Background: an optimization exercise with open tools, aiming at small area, a short achievable clock period and few clock cycles per item. Do not read the settings as production practice. At most, simulation tests tie the RTL to the original design; equivalence was not proved. Power and IR drop assume default switching activity.

// priority_scheduler_with_aging_top
module priority_scheduler_with_aging_top (
  input  wire        clk,
  input  wire        rst_n,
  input  wire        in_valid,
  output wire        in_stall,
  input  wire [15:0] in_data,
  output wire        out_valid,
  input  wire        out_stall,
  output wire [9:0]  out_data
);
  localparam [1:0] OP_ADD = 2'd0, OP_REMOVE = 2'd1, OP_FINISH = 2'd2, OP_TICK = 2'd3;
  wire [15:0] req;
  wire        go, done;
  reg         pend;          
  reg  [15:0] b1_r;
  wire [3:0]  result;
  reg  [15:0] run;           
  reg  [3:0]  run_lv;        
  reg  [1:0]  tick;
  reg  [4:0]  run_id;
  integer k;
  always @(*) begin
    run_id = 5'd0;
    for (k = 0; k < 16; k = k + 1)
      run_id = run_id | ({5{run[k]}} & (k + 1));
  end
  psa_ctrl u_ctrl (
    .clk(clk), .rst_n(rst_n), .in_valid(in_valid), .in_stall(in_stall),
    .in_data(in_data), .out_valid(out_valid), .out_stall(out_stall),
    .out_data(out_data), .req(req), .go(go), .done(done), .hold(hold),
    .run_fields({|run, run_id}), .result(result)
  );
  wire [1:0] op  = req[15:14];
  ...
Size in the first run: roughly 32 I/O pins, about 23000 um^2 of cells after synthesis.
make LEC_CHECK=0 ABC_AREA=1 CAP_MARGIN=20 CORE_MARGIN=2 CORE_UTILIZATION=30 SETUP_SLACK_MARGIN=3.5 SLEW_MARGIN=20 finish   # period 8.0 ns
run.sh (not shown) runs the stock make flow with config.mk's settings and CLKGATE_MAP_FILE= SYNTH_SCRIPT=/design/flow/synth_recipe.tcl, a recipe that flattens the netlist after the stock synthesis.
The starting point finished clean.
Testbench counts at the start, summed over its fixed seeds: cycles 3,241, items 3,200.
Next try:
- CTS_BUF_LIST: not set -> sky130_fd_sc_hd__clkbuf_4 sky130_fd_sc_hd__clkbuf_8
- SETUP_SLACK_MARGIN: 3.5 -> 3
Wire length decreases by 3.4%.
Design area goes down by 6.3%.
Core utilization shrinks by 2.4 points.
Sequential power stays flat.
Next try:
- CTS_BUF_LIST: sky130_fd_sc_hd__clkbuf_4 sky130_fd_sc_hd__clkbuf_8 -> not set
- PLACE_DENSITY: not set -> 0.75
Outcome: The new run completed with no timing, DRC or antenna violations; area after synthesis does not change; die area is unchanged; worst setup slack improved by 0.025 ns; via count went up by about 1.7%; sequential power barely changes; wire length falls by about 0.35%; critical path depth increases by 3; cell area is about the same; flip-flop and latch count does not change; core utilization stays flat; total power rose by 2.6%.
Next try:
- CORE_UTILIZATION: 30 -> 40
- PLACE_DENSITY: 0.75 -> not set
Outcome:
- flip-flop and latch count does not change
- register-to-register slack gets worse by 0.09 ns
- non-clock buffer count rose by 28
- sequential power stays flat
- final area rose slightly
- synthesized cell count is unchanged
- clock skew fell by 0.0051 ns
- worst setup slack gets worse by 0.093 ns
- core utilization rose by 12 points
- total power rose slightly

== build 61 ==
The RTL this note starts from:
==> flow/design.v <==
module psa_cell (
  input  wire       clk,
  input  wire       rst_n,
  input  wire       ld,         
  input  wire [3:0] slv,
  input  wire [3:0] dlv,
  input  wire       slv_nz,
  input  wire       dlv_nz,
  input  wire       age,        
  input  wire       set_w,      
  input  wire       clr_w,      
  input  wire       set_ran,    
  output reg        w,
  output reg        ran,
  output reg        qnz,        
  output reg  [3:0] cur,
  output wire       riser,      
  output wire       dropper,    
  output wire       stayer      
);
  reg  [3:0] base;
  wire listed = w & qnz;
  assign riser   = listed & ~ran & ~(&cur);
  assign dropper = listed & ran & (cur > base);
  assign stayer  = listed & ~riser & ~dropper;
  wire up = age & riser;
  wire dn = age & dropper;
  wire [3:0] tg;
  assign tg[0] = up | dn;
  assign tg[1] = (up & cur[0]) | (dn & ~cur[0]);
  assign tg[2] = (up & cur[0] & cur[1]) | (dn & ~cur[0] & ~cur[1]);
  assign tg[3] = (up & cur[0] & cur[1] & cur[2]) | (dn & ~cur[0] & ~cur[1] & ~cur[2]);
  always @(posedge clk) begin
    if (!rst_n) begin
      w   <= 1'b0;
      ran <= 1'b0;
    end else begin
      if (set_w) w <= 1'b1;
      else if (clr_w) w <= 1'b0;
      if (set_ran) ran <= 1'b1;
      else if (age & listed & ran & ~dropper) ran <= 1'b0;
    end
    if (ld) begin
      base <= slv;
      cur  <= dlv;
      qnz  <= slv_nz & dlv_nz;
    end else begin
      cur  <= cur ^ tg;
    end
  end
endmodule
module psa_ctrl (
  input  wire        clk,
  input  wire        rst_n,
  input  wire        in_valid,
  output wire        in_stall,
  input  wire [15:0] in_data,
  output reg         out_valid,
  input  wire        out_stall,
  output wire [9:0]  out_data,
  output reg  [15:0] req,
  output wire        go,            
  output wire        done,          
  input  wire        hold,          
  input  wire [5:0]  run_fields,    
  input  wire [3:0]  result         
);
  reg       req_v;
  reg [3:0] res_r;
  assign go       = req_v & (~out_valid | ~out_stall);
  assign done     = go & ~hold;
  assign in_stall = req_v & ~done;
  assign out_data = {run_fields, res_r};
  always @(posedge clk) begin
    if (!rst_n) begin
      req_v     <= 1'b0;
      out_valid <= 1'b0;
    end else begin
      if (in_valid & ~in_stall) req_v <= 1'b1;
      else if (done) req_v <= 1'b0;
      if (done) out_valid <= 1'b1;
      else if (~out_stall) out_valid <= 1'b0;
    end
    if (in_valid & ~in_stall) req <= in_data;
    if (done) res_r <= result;
  end
endmodule
module priority_scheduler_with_aging_top (
  input  wire        clk,
  input  wire        rst_n,
  input  wire        in_valid,
  output wire        in_stall,
  input  wire [15:0] in_data,
  output wire        out_valid,
  input  wire        out_stall,
  output wire [9:0]  out_data
);
  localparam [1:0] OP_ADD = 2'd0, OP_REMOVE = 2'd1, OP_FINISH = 2'd2, OP_TICK = 2'd3;
  wire [15:0] req;
  wire        go, done;
  reg         pend;          
  reg  [15:0] b1_r;
  wire [3:0]  result;
  reg  [15:0] run;           
  reg  [3:0]  run_lv;        
  reg  [1:0]  tick;
  reg  [4:0]  run_id;
  integer k;
  always @(*) begin
    run_id = 5'd0;
    for (k = 0; k < 16; k = k + 1)
      run_id = run_id | ({5{run[k]}} & (k + 1));
  end
  psa_ctrl u_ctrl (
    .clk(clk), .rst_n(rst_n), .in_valid(in_valid), .in_stall(in_stall),
    .in_data(in_data), .out_valid(out_valid), .out_stall(out_stall),
    .out_data(out_data), .req(req), .go(go), .done(done), .hold(hold),
    .run_fields({|run, run_id}), .result(result)
  );
  wire [1:0] op  = req[15:14];
  wire [4:0] id  = req[13:9];
  wire [3:0] slv = req[8:5];
  wire [3:0] dlv = req[4:1];
  wire       rdy = req[0];
  wire [15:0] w, ran, qnz, riser, dropper, stayer;
  wire [3:0]  cur [0:15];
  wire        id_ok   = id[4] ? (id[3:0] == 4'd0) : (id[3:0] != 4'd0);
  wire [3:0]  idx     = id[3:0] - 4'd1;
  wire        is_add  = (op == OP_ADD);
  wire        is_rm   = (op == OP_REMOVE);
  wire        is_fin  = (op == OP_FINISH);
  wire        is_tck  = (op == OP_TICK);
  wire        aging   = is_tck & (tick == 2'd2);
  wire        aging_x = done & aging;
  wire        run_none = ~(|run);
  reg  [15:0] sel;
  always @(*)
    for (k = 0; k < 16; k = k + 1)
      sel[k] = id_ok & (idx == k);
  always @(*) begin
    run_lv = 4'd0;
    for (k = 0; k < 16; k = k + 1)
      run_lv = run_lv | ({4{run[k]}} & cur[k]);
  end
  wire [3:0]  id_cur = cur[idx];
  wire        id_w   = |(w & sel);
  wire add_ok   = is_add & id_ok & rdy & ~(|(run & sel));
  wire add_pre  = add_ok & ~run_none & (slv != 4'd0) & (dlv > run_lv);
  wire add_run  = add_ok & (run_none | add_pre);
  wire add_wait = add_ok & ~add_run;
  wire rm_ok    = is_rm & id_ok & id_w & (id_cur == dlv);
  reg  [15:0] e2, e1, e0;
  reg  [15:0] q3, q2, q1, q0;
  reg  [3:0]  qmax;
  always @(*) begin
    for (k = 0; k < 16; k = k + 1) begin
      q3[k] = qnz[k] & cur[k][3];
      q2[k] = qnz[k] & cur[k][2];
      q1[k] = qnz[k] & cur[k][1];
      q0[k] = qnz[k] & cur[k][0];
    end
    qmax[3] = |(w & q3);
    e2 = w  & ~({16{qmax[3]}} & ~q3);
    qmax[2] = |(e2 & q2);
    e1 = e2 & ~({16{qmax[2]}} & ~q2);
    qmax[1] = |(e1 & q1);
    e0 = e1 & ~({16{qmax[1]}} & ~q1);
    qmax[0] = |(e0 & q0);
  end
  wire [15:0] top   = e0 & ~({16{qmax[0]}} & ~q0);
  wire [15:0] lv_eq = top & {16{qmax == run_lv}};
  wire [15:0] cand_age = riser & lv_eq;
  wire [15:0] cand = top & (is_fin ? 16'hffff : (riser & {16{qmax == run_lv}}));
  reg  [15:0] older [0:15];      
  reg  [15:0] xo;                
  wire [119:0] m;
  integer i, j;
  always @(*) begin
    for (i = 0; i < 16; i = i + 1)
      for (j = 0; j < 16; j = j + 1)
        if (i == j) older[i][j] = 1'b0;
        else if (i < j) older[i][j] = m[j*(j-1)/2 + i];
        else older[i][j] = ~m[i*(i-1)/2 + j];
    for (j = 0; j < 16; j = j + 1) begin
      xo[j] = 1'b0;
      for (i = 0; i < 16; i = i + 1)
        xo[j] = xo[j] | (cand[i] & older[i][j]);
    end
  end
  wire [15:0] pick = cand & ~xo;
  wire age_pre = aging & (|cand_age);
  wire pre_any = add_pre | age_pre;
  wire need2 = aging & (|stayer) & ((|dropper) | (|cand_age));
  wire hold  = pend & ~(is_rm | (is_tck & ~aging));
  wire [15:0] picked  = pick & {16{done & (is_fin | aging)}};
  wire [15:0] set_ran = (sel & {16{done & add_run}}) | picked;
  wire [15:0] clr_w   = set_ran | (sel & {16{done & rm_ok}});
  wire [15:0] set_w   = (sel & {16{done & add_wait}}) | (run & {16{done & pre_any}});
  wire [15:0] ld      = sel & {16{done & add_ok}};
  genvar g;
  generate
    for (g = 0; g < 16; g = g + 1) begin : g_cell
      psa_cell u_cell (
        .clk(clk), .rst_n(rst_n), .ld(ld[g]), .slv(slv), .dlv(dlv),
        .slv_nz(slv != 4'd0), .dlv_nz(dlv != 4'd0), .age(aging_x),
        .set_w(set_w[g]), .clr_w(clr_w[g]), .set_ran(set_ran[g]),
        .w(w[g]), .ran(ran[g]), .qnz(qnz[g]), .cur(cur[g]),
        .riser(riser[g]), .dropper(dropper[g]), .stayer(stayer[g])
      );
    end
  endgenerate
  wire [15:0] b_add = (sel & {16{add_wait}}) | (run & {16{add_pre}});
  wire [15:0] b_age = (|stayer) ? stayer : (dropper | (run & {16{age_pre}}));
  wire [15:0] b = pend ? ({16{go}} & b1_r) :
                  ({16{done}} & (is_add ? b_add : aging ? b_age : 16'd0));
  always @(posedge clk) begin
    if (!rst_n) pend <= 1'b0;
    else if (go) pend <= done & need2;
    if (done & need2) b1_r <= dropper | (stayer & lv_eq & xo) | (run & {16{age_pre}});
  end
  genvar gi, gj;
  generate
    for (gj = 1; gj < 16; gj = gj + 1) begin : g_row
      for (gi = 0; gi < gj; gi = gi + 1) begin : g_bit
        reg mb;
        always @(posedge clk) mb <= (mb & ~b[gi]) | (mb & b[gj]) | (~b[gi] & b[gj]);
        assign m[gj*(gj-1)/2 + gi] = mb;
      end
    end
  endgenerate
  wire [1:0] status = (is_add & ~add_ok) ? 2'd1 : (is_rm & ~rm_ok) ? 2'd2 : 2'd0;
  assign result = {status, pre_any, aging};
  always @(posedge clk) begin
    if (!rst_n) begin
      run  <= 16'd0;
      tick <= 2'd0;
    end else if (done) begin
      if (add_run) run <= sel;
      else if (is_fin | age_pre) run <= pick;
      if (is_tck) tick <= aging ? 2'd0 : tick + 2'd1;
    end
  end
endmodule
clock: 8.0 ns
lec_check: 0
cap_margin: 20
core_margin: 2
core_utilization: 30
setup_slack_margin: 3
slew_margin: 20
Input changes introduced in build 68 (baseline for comparison: build 61):
Settings: a deleted SETUP_SLACK_MARGIN that had been 3.
- From build 61 to build 68 the numbers moved as follows: clock group share of total power now sits higher; overall power consumption fell about 3%; worst setup slack -1.82 ns.
> inputs changed (build 68 -> build 25)
Settings: ABC_AREA now 1, previously not set; SETUP_SLACK_MARGIN now 3, previously not set.
Notes after the runs:
In summary, build 25 completed successfully, with a layout that passed the timing, DRC and antenna checks. Taking build 68 as the reference, in build 25 stage delay of the slowest cell on the critical path went down by 0.27 ns; total number of cells along the worst setup path went up by 25; final-layout worst hold slack went down by 0.048 ns. Final design area excluding fillers ends up higher on build 25. Setup slack came out higher on build 25 than on build 68. Destination of the critical timing path = g_cell[8].u_cell.w: build 68; destination of the critical timing path = g_row[6].g_bit[2].mb: build 25. Note that the via-per-instance ratio recorded for build 25 amounts to 0.825 times the value seen in build 68. Re non-clock buffer count: build 68 and build 25 aren't equal, and the higher value belongs to build 25.
No run of this note included a check of the RTL's function; only the layout flow was run.

priority_scheduler_with_aging_top with an RTL version that a note above also has.
For scale: roughly 3400 cells after synthesis, ~350 flip-flops, about 23000 sq um of cells after synthesis.
clock: 8.0 ns
lec_check: 0
abc_area: 1
cap_margin: 20
core_margin: 2
core_utilization: 30
setup_slack_margin: 2.5
slew_margin: 20
Testbench counts at the start, summed over its fixed seeds: cycles 3,241, items 3,200.
Edit:
Settings changed: SETUP_SLACK_MARGIN 2.5 to 4.
Effect: The new run completed without violations; via count grows by 9.2%; setup slack improves by 840 ps; worst hold slack improved by 9.7 ps; design area came out higher by about 20%.

Starting RTL as in the previous note.
==> flow/config.mk <==
export PLATFORM = sky130hd
export DESIGN_NAME = priority_scheduler_with_aging_top
export DESIGN_NICKNAME = priority_scheduler_with_aging_top
export VERILOG_FILES = /design/flow/design.v
export SDC_FILE = /design/flow/constraint.sdc
export NUM_CORES = 4
export LEC_CHECK = 0
export ABC_AREA = 1
export CAP_MARGIN = 20
export CORE_MARGIN = 2
export CORE_UTILIZATION = 30
export CTS_CLUSTER_DIAMETER = 60
export CTS_CLUSTER_SIZE = 16
export SETUP_SLACK_MARGIN = 3
export SLEW_MARGIN = 20
==> flow/constraint.sdc <==
create_clock -name core_clock -period 8.0 [get_ports {clk}]
set_input_delay 1.6000 -clock core_clock [delete_from_list [all_inputs] [get_ports {clk}]]
set_output_delay 1.6000 -clock core_clock [all_outputs]
set_load 0.01 [all_outputs]
Testbench counts at the start, summed over its fixed seeds: cycles 3,241, items 3,200.
Edit:
- CTS_CLUSTER_DIAMETER: 60 -> not set
- CTS_CLUSTER_SIZE: 16 -> not set
The changed run finished with timing, DRC and antenna clean.
Synthesized cell count stays the same.
Total power grows by about 3.4%.
Sequential cell count does not change.

## static timing again, ports no longer ideal
The results above use ideal ports. As a check the final layouts listed here were re-extracted and re-timed, cells and wires unchanged.
Step 1 sets driving cells, clkbuf_16 on the clock port and buf_2 on the other inputs (assumed; they add their load-dependent delay and slew).
Step 2 also shifts input and output timing later by t, the mid clock arrival at the registers, as if the neighbouring blocks saw the same clock.
Three values: ideal, step 1, step 2; two values: the first two.
| run | t (ns) | setup slack, ns | hold WS [ns] | worst data-port slew with drivers (ns) |
|---|---|---|---|---|
| the first run of note 1 | 0.652 | 3.467 / 3.467 / 3.090 | 0.464 / 0.464 / 0.464 | 0.04 |
| the second run of note 1 | 0.739 | 2.994 / 2.994 / 2.994 | 0.466 / 0.466 / 0.466 | 0.04 |
| the third run of note 1 | 0.657 | 3.018 / 3.018 / 2.865 | 0.461 / 0.461 / 0.461 | 0.04 |
| the fourth run of note 1 | 0.667 | 2.926 / 2.926 / 2.926 | 0.467 / 0.467 / 0.467 | 0.04 |
| build 61 | 0.676 | 2.617 / 2.617 / 2.617 | 0.518 / 0.518 / 0.518 | 0.04 |
| build 68 | 0.665 | 0.793 / 0.793 / 0.793 | 0.497 / 0.497 / 0.497 | 0.05 |
| build 25 | 0.653 | 2.767 / 2.767 / 2.767 | 0.450 / 0.450 / 0.450 | 0.04 |
| the first run of note 3 | 0.651 | 2.563 / 2.557 / 2.557 | 0.463 / 0.463 / 0.463 | 0.04 |
| the second run of note 3 | 0.668 | 3.403 / 3.403 / 3.403 | 0.472 / 0.472 / 0.472 | 0.05 |
| the first run of note 4 | 0.657 | 3.058 / 3.058 / 3.058 | 0.464 / 0.464 / 0.464 | 0.05 |
| the second run of note 4 | 0.655 | 3.078 / 3.077 / 3.028 | 0.464 / 0.464 / 0.464 | 0.05 |
After both steps setup and hold are still met in every run listed. The setup slack of the first run of note 1, which loses most, moves by 0.000 ns with the drivers and by -0.377 ns with both steps.
